Context: an optimization exercise on an open-source flow, tuned for small area, a short achievable clock period and few clock cycles per item. The choices shown serve that exercise and are no tape-out recipe.
No run shown here included a check of the RTL's function; only the layout flow was run.

==> flow/design.v, too long to show whole: its modules and the start of the top module <==
// module mac_fa: 10 lines
// module mac_ha: 9 lines
// module mac_accumulator: 2426 lines
module mac_accumulator #(
  parameter int WIDTH     = 25,
  parameter int ACC_WIDTH = 64
) (
  input  logic                 clk,
  input  logic                 rst,
  input  logic                 in_valid,
  output logic                 in_ready,
  input  logic [WIDTH-1:0]     in_a,
  input  logic [WIDTH-1:0]     in_x,
  input  logic                 in_last,
  output logic                 out_valid,
  input  logic                 out_ready,
  output logic [ACC_WIDTH-1:0] out_sum,
  output logic [15:0]          out_count,
  output logic                 out_ovf
);
  // ...
==> flow/flow/run.sh <==
#!/bin/bash
# The standard layout (standard.sh), with repair_timing aiming for more setup slack than the
# 12 ns clock needs, so that the achieved period shrinks. Everything else is unchanged.
set -euo pipefail
sed 's/^make -C /make SETUP_SLACK_MARGIN=8.0 -C /' standard.sh > standard_margin.sh
bash standard_margin.sh > flow_make.log 2>&1
==> flow/standard.sh <==
#!/bin/bash
# synth_recipe.tcl (not shown) runs the flow's synth.tcl, then flattens the netlist and writes it again
# the make line also repeats each setting of config.mk as NAME=value (left out here)
make -C /OpenROAD-flow-scripts/flow DESIGN_CONFIG=/design/flow/config.mk WORK_HOME=/design/flow/orfs CLKGATE_MAP_FILE= SYNTH_SCRIPT=/design/flow/synth_recipe.tcl "${@:-finish}"
==> flow/config.mk <==
export PLATFORM = sky130hd
export DESIGN_NAME = mac_accumulator
export DESIGN_NICKNAME = mac_accumulator
export VERILOG_FILES = /design/flow/design.v
export SDC_FILE = /design/flow/constraint.sdc
export NUM_CORES = 4
export LEC_CHECK = 0
export CAP_MARGIN = 20
export CORE_MARGIN = 2
export CORE_UTILIZATION = 40
export SLEW_MARGIN = 20
export SYNTH_HIERARCHICAL = 1
export SYNTH_MINIMUM_KEEP_SIZE = 0
==> flow/constraint.sdc <==
create_clock -name core_clock -period 12.0 [get_ports {clk}]
set_input_delay 2.4000 -clock core_clock [delete_from_list [all_inputs] [get_ports {clk}]]
set_output_delay 2.4000 -clock core_clock [all_outputs]
set_load 0.01 [all_outputs]
==> reports/qor.yml, run 1 <==
status:
  status: "finished clean"
setup_path:
  cp_top_family: "compound AO/OA/AOI/OAI gates"
  cp-startpoint: "first"
  max_stage_delay_ps: 700
sta:
  tns_ps: 0
logic_synthesis:
  synth.top_cells.by_area: "edfxtp_1 (34%), fa_1 (24%), xnor2_1 (12%)"
  synth_edf_count: 297
  yosysWarnings: 7
  synthTopCellsByCount: "xnor2_1 (352), fa_1 (322), edfxtp_1 (297)"
  synth_mux_area_frac: 0.0224
  synth-seq-cells: 303
  synthDistinctLibCells: 66
  synth_top_family_by_area: "adder cells"
  post_synth_and_or_nand_nor_area_fraction: 0.0524
finish:
  finalInstanceArea_um2: 32300
  nClkBuffers: 41
  seq_area_um2: 9080
  fillers: 5710
global_route:
  grt_use_total: 0.235
  grt_antenna_before_repair: 0
  grt-busiest-layer: "met2"
place:
  place_ws_ps: 6970
route:
  top_layer_used: "met4"
floorplanning:
  die_area_um2: 68100
  start_util: 0.403
clock_network:
  cts-root-buf: "clkbuf_16"
  cts.sinks: 303
  clock_latency_ps: 570
hold_path:
  worstHoldStart: "l0"
==> inputs of run 2 (changes only) <==
--- a/flow/flow/run.sh
+++ b/flow/flow/run.sh
@@ -4,3 +4,3 @@
 set -euo pipefail
-sed 's/^make -C /make SETUP_SLACK_MARGIN=8.0 -C /' standard.sh > standard_margin.sh
+sed 's/^make -C /make SETUP_SLACK_MARGIN=8.8 -C /' standard.sh > standard_margin.sh
 bash standard_margin.sh > flow_make.log 2>&1
==> reports/qor.yml, run 2 <==
logic_synthesis:
  synth-seq-cells: 303  # unchanged
  synth_ff_type: "edfxtp_1"
  synth.top_cells.by_area: "edfxtp_1 (34%), fa_1 (24%), xnor2_1 (12%)"
  async_reset_ff_frac: 0.0198
  synth_edf_count: 297  # unchanged
  netlist_instances: 2165
  yosys.area.top_type: "edfxtp_1"
  avgSynthCellArea_um2: 12.2
  synthTopCellsByCount: "xnor2_1 (352), fa_1 (322), edfxtp_1 (297)"
  synthDistinctLibCells: 66  # unchanged
  syn_area_um2: 26400
  yosysTopAreaCellShare: 0.338
  synth.most_common_cell: "xnor2_1"
  yosysSeqAreaShare: 0.343
  yosysWarnings: 7  # unchanged
clock_network:
  clock_latency_ps: 600  # +30 ps
  htreeDepth: 2
  cts-root-buf: "clkbuf_16"
  cts_tree: "yes"
  hold_buffers: 0
  clk_pin_slew_ps: 60
  cts.sinks: 303  # unchanged
  cts_buffers: 38
  cts_buffer_depth: 3
finish:
  layout_common_cells: "xnor2_1 (309), edfxtp_1 (297), fa_1 (197)"
  fillers: 5346  # -6.4%
  final_common_cell: "xnor2_1"
  layout.nets: 2964
  largest_reg_flops: 64
  area_delta_synth_final_pct: 36.7
  finalInstanceArea_um2: 36100  # +12%
  regMostFlops: "acc"
  n_antenna_cell: 0
  seq_area_um2: 9080  # about the same
  drive_gt1_frac: 0.403
  largestRegisters: "acc (64), s1_ps (50), s1_pc (49)"
  multi_input_area_um2: 19000
sta:
  tns_ps: 0  # unchanged
  hold_slack_ps: 419
  fin_crit_ps: 4060
  rsz0062_at_grt: "yes"
  relSlewSlack: 0.340
  final-setup-viol-count: 0
  fmax_mhz: 246
  hold_violations: 0
  fin_crit_sh: 0.339
  tightest_slew_ps: 990
  clock_skew_ps: 42.6
  final_max_slew_viol_count: 0
floorplanning:
  core_area_um2: 65600
  die_area_um2: 68100  # unchanged
  start_util: 0.403  # unchanged
  rows: 94
  die_w_um: 261
  fp.dieH_um: 261
  io_pins: 138
route:
  via_per_inst: 5.76
  wirelength_um: 87000
  firstDrtPassIters: 5
  drtAntennaViolNets: 0
  drc: 0
  post_drt_wl_per_cell_um: 25.8
  drt_iter0_drc: 1722
  dr_total_vias: 19400
global_route:
  grt_start_max_net_pins: 66
  grt_antenna_before_repair: 0  # unchanged
  grt_pass1_vias: 21000
  grt_pass1_wl_um: 130000
  grt_use_total: 0.255  # +0.0192
  grt-ovfl-total: 0
setup_path:
  worstSetupStartpointType: "flop"
  worst_setup_path_end_kind: "flop"
  worst-setup-path-type: "reg2reg"
  crit_required_ps: 12350
  cp.arrival_ps: 4420
  rr_worst_depth: 13
  crit_path_max_fanout: 8
place:
  placed_area_um2: 30200
  gp_congestion: 0.854
  post-dp-hpwl_um: 48200
  portBuffers: 137
flow_run:
  maxCapViolCount: 0
hold_path:
  hold_depth: 0
  hp-class: "reg2reg"
status:
  status: "finished clean"
-- run 2: cell counts after synthesis --
Identical to the previous run, type by type.
-- run 2: path summary, 6_finish.rpt --
check / start / slack (ps) / endpoint
min in group asynchronous: rst / 2060 / outv
hold / removal: l0 / 420 / l1
hold reg to reg: l0 / 420 / l1
max in group asynchronous: rst / 9660 / in_ready_q
setup reg to reg: first / 7940 / acc[61]
setup / recovery: first / 7940 / acc[61]
-- run 2: critical path, cell delays in order (launching register included) --
cell       delay (ps)
dfstp_4           740
buf_12            200
nor2b_2            60
fa_1              480
ha_4              310
nand4_1           270
nor3_4            310
nand4_4           220
a2111oi_4         410
o41ai_4           160
buf_6             160
a2111oi_4         290
xnor2_1           150
nor2_1             60
-- run 2: what timing repair did --
item	4_1_cts	5_1_grt
gates cloned	27	7
pin swaps	186	139
gates resized for setup	663	144
hold endpoints to repair	0	0
buffers inserted	192	55
endpoints found under the setup margin	514	307
-- run 2: layout make-up --
| cell class | instances | area share |
|---|---|---|
| clock buffers | 52 | 0.0278 |
| clock inverters | 17 | 0.00613 |
| inverters | 95 | 0.00998 |
| multi-input cells | 1562 | 0.525 |
| flip-flops and latches | 303 | 0.251 |
| well taps | 864 | 0.0299 |
| repair buffers | 483 | 0.150 |
-- run 2: cell families after synthesis --
family                   after synthesis  share of synthesized area
AO/OA/AOI/OAI                        435                      0.122
adder cells (fa/ha/maj)              426                      0.293
XOR/XNOR                             371                      0.123
flip-flops                           303                      0.343
buffers and inverters                302                     0.0430
AND/OR/NAND/NOR                      271                     0.0524
multiplexers                          55                     0.0224
other                                  2                   0.000284
-- run 2: modules after synthesis, one instance, submodules excluded --
module,cell area (um^2),cells inside
mac_ha,12.5,1
mac_accumulator,19700,1815
mac_fa,20.0,1
-- run 2: per-layer routing --
metal / global-route usage / up-vias / wire length, um
met2: 0.413 / 999 / 40500
met4: 0.121 / 0 / 4520
met5: 0 / - / 0
li1: - / 8263 / -
met1: 0.327 / 9905 / 34300
met3: 0.0545 / 273 / 7750
-- run 2: per-stage QoR --
step,util,instances,worst slack (ps)
2_1_floorplan,-,2167,7600
3_3_place_gp,0.460,3024,6770
3_5_place_dp,0.461,3026,6770
4_1_cts,0.531,3314,7970
5_1_grt,0.550,3376,7820
6_report,0.550,3376,7940

## port drivers added, routing unchanged
How much do the figures lean on ideal ports? The routed layouts below were timed once more, with nothing changed but the port constraints. Step 1 sets driving cells, clkbuf_16 on the clock port and buf_2 on the other inputs (assumed; they add their load-dependent delay and slew). Step 2, shift: input delay + t, output delay - t, t = (earliest + latest rising clock arrival at the registers) / 2. This alone moves slack from input paths to output paths. Slacks: no drivers / after step 1 / after step 2; pairs: no drivers / after step 1.
run	t, ns	slack for setup (ns)	clock arrival spread, ns	cell pins on the clock port's net
run 1	0.618	7.897 / 7.897 / 7.455	0.031 / 0.032	1
run 2	0.639	7.936 / 7.936 / 7.936	0.042 / 0.042	1
After both steps every run listed still meets setup and hold. The setup slack of run 1, which loses most, moves by 0.000 ns with the drivers and by -0.442 ns with both steps.
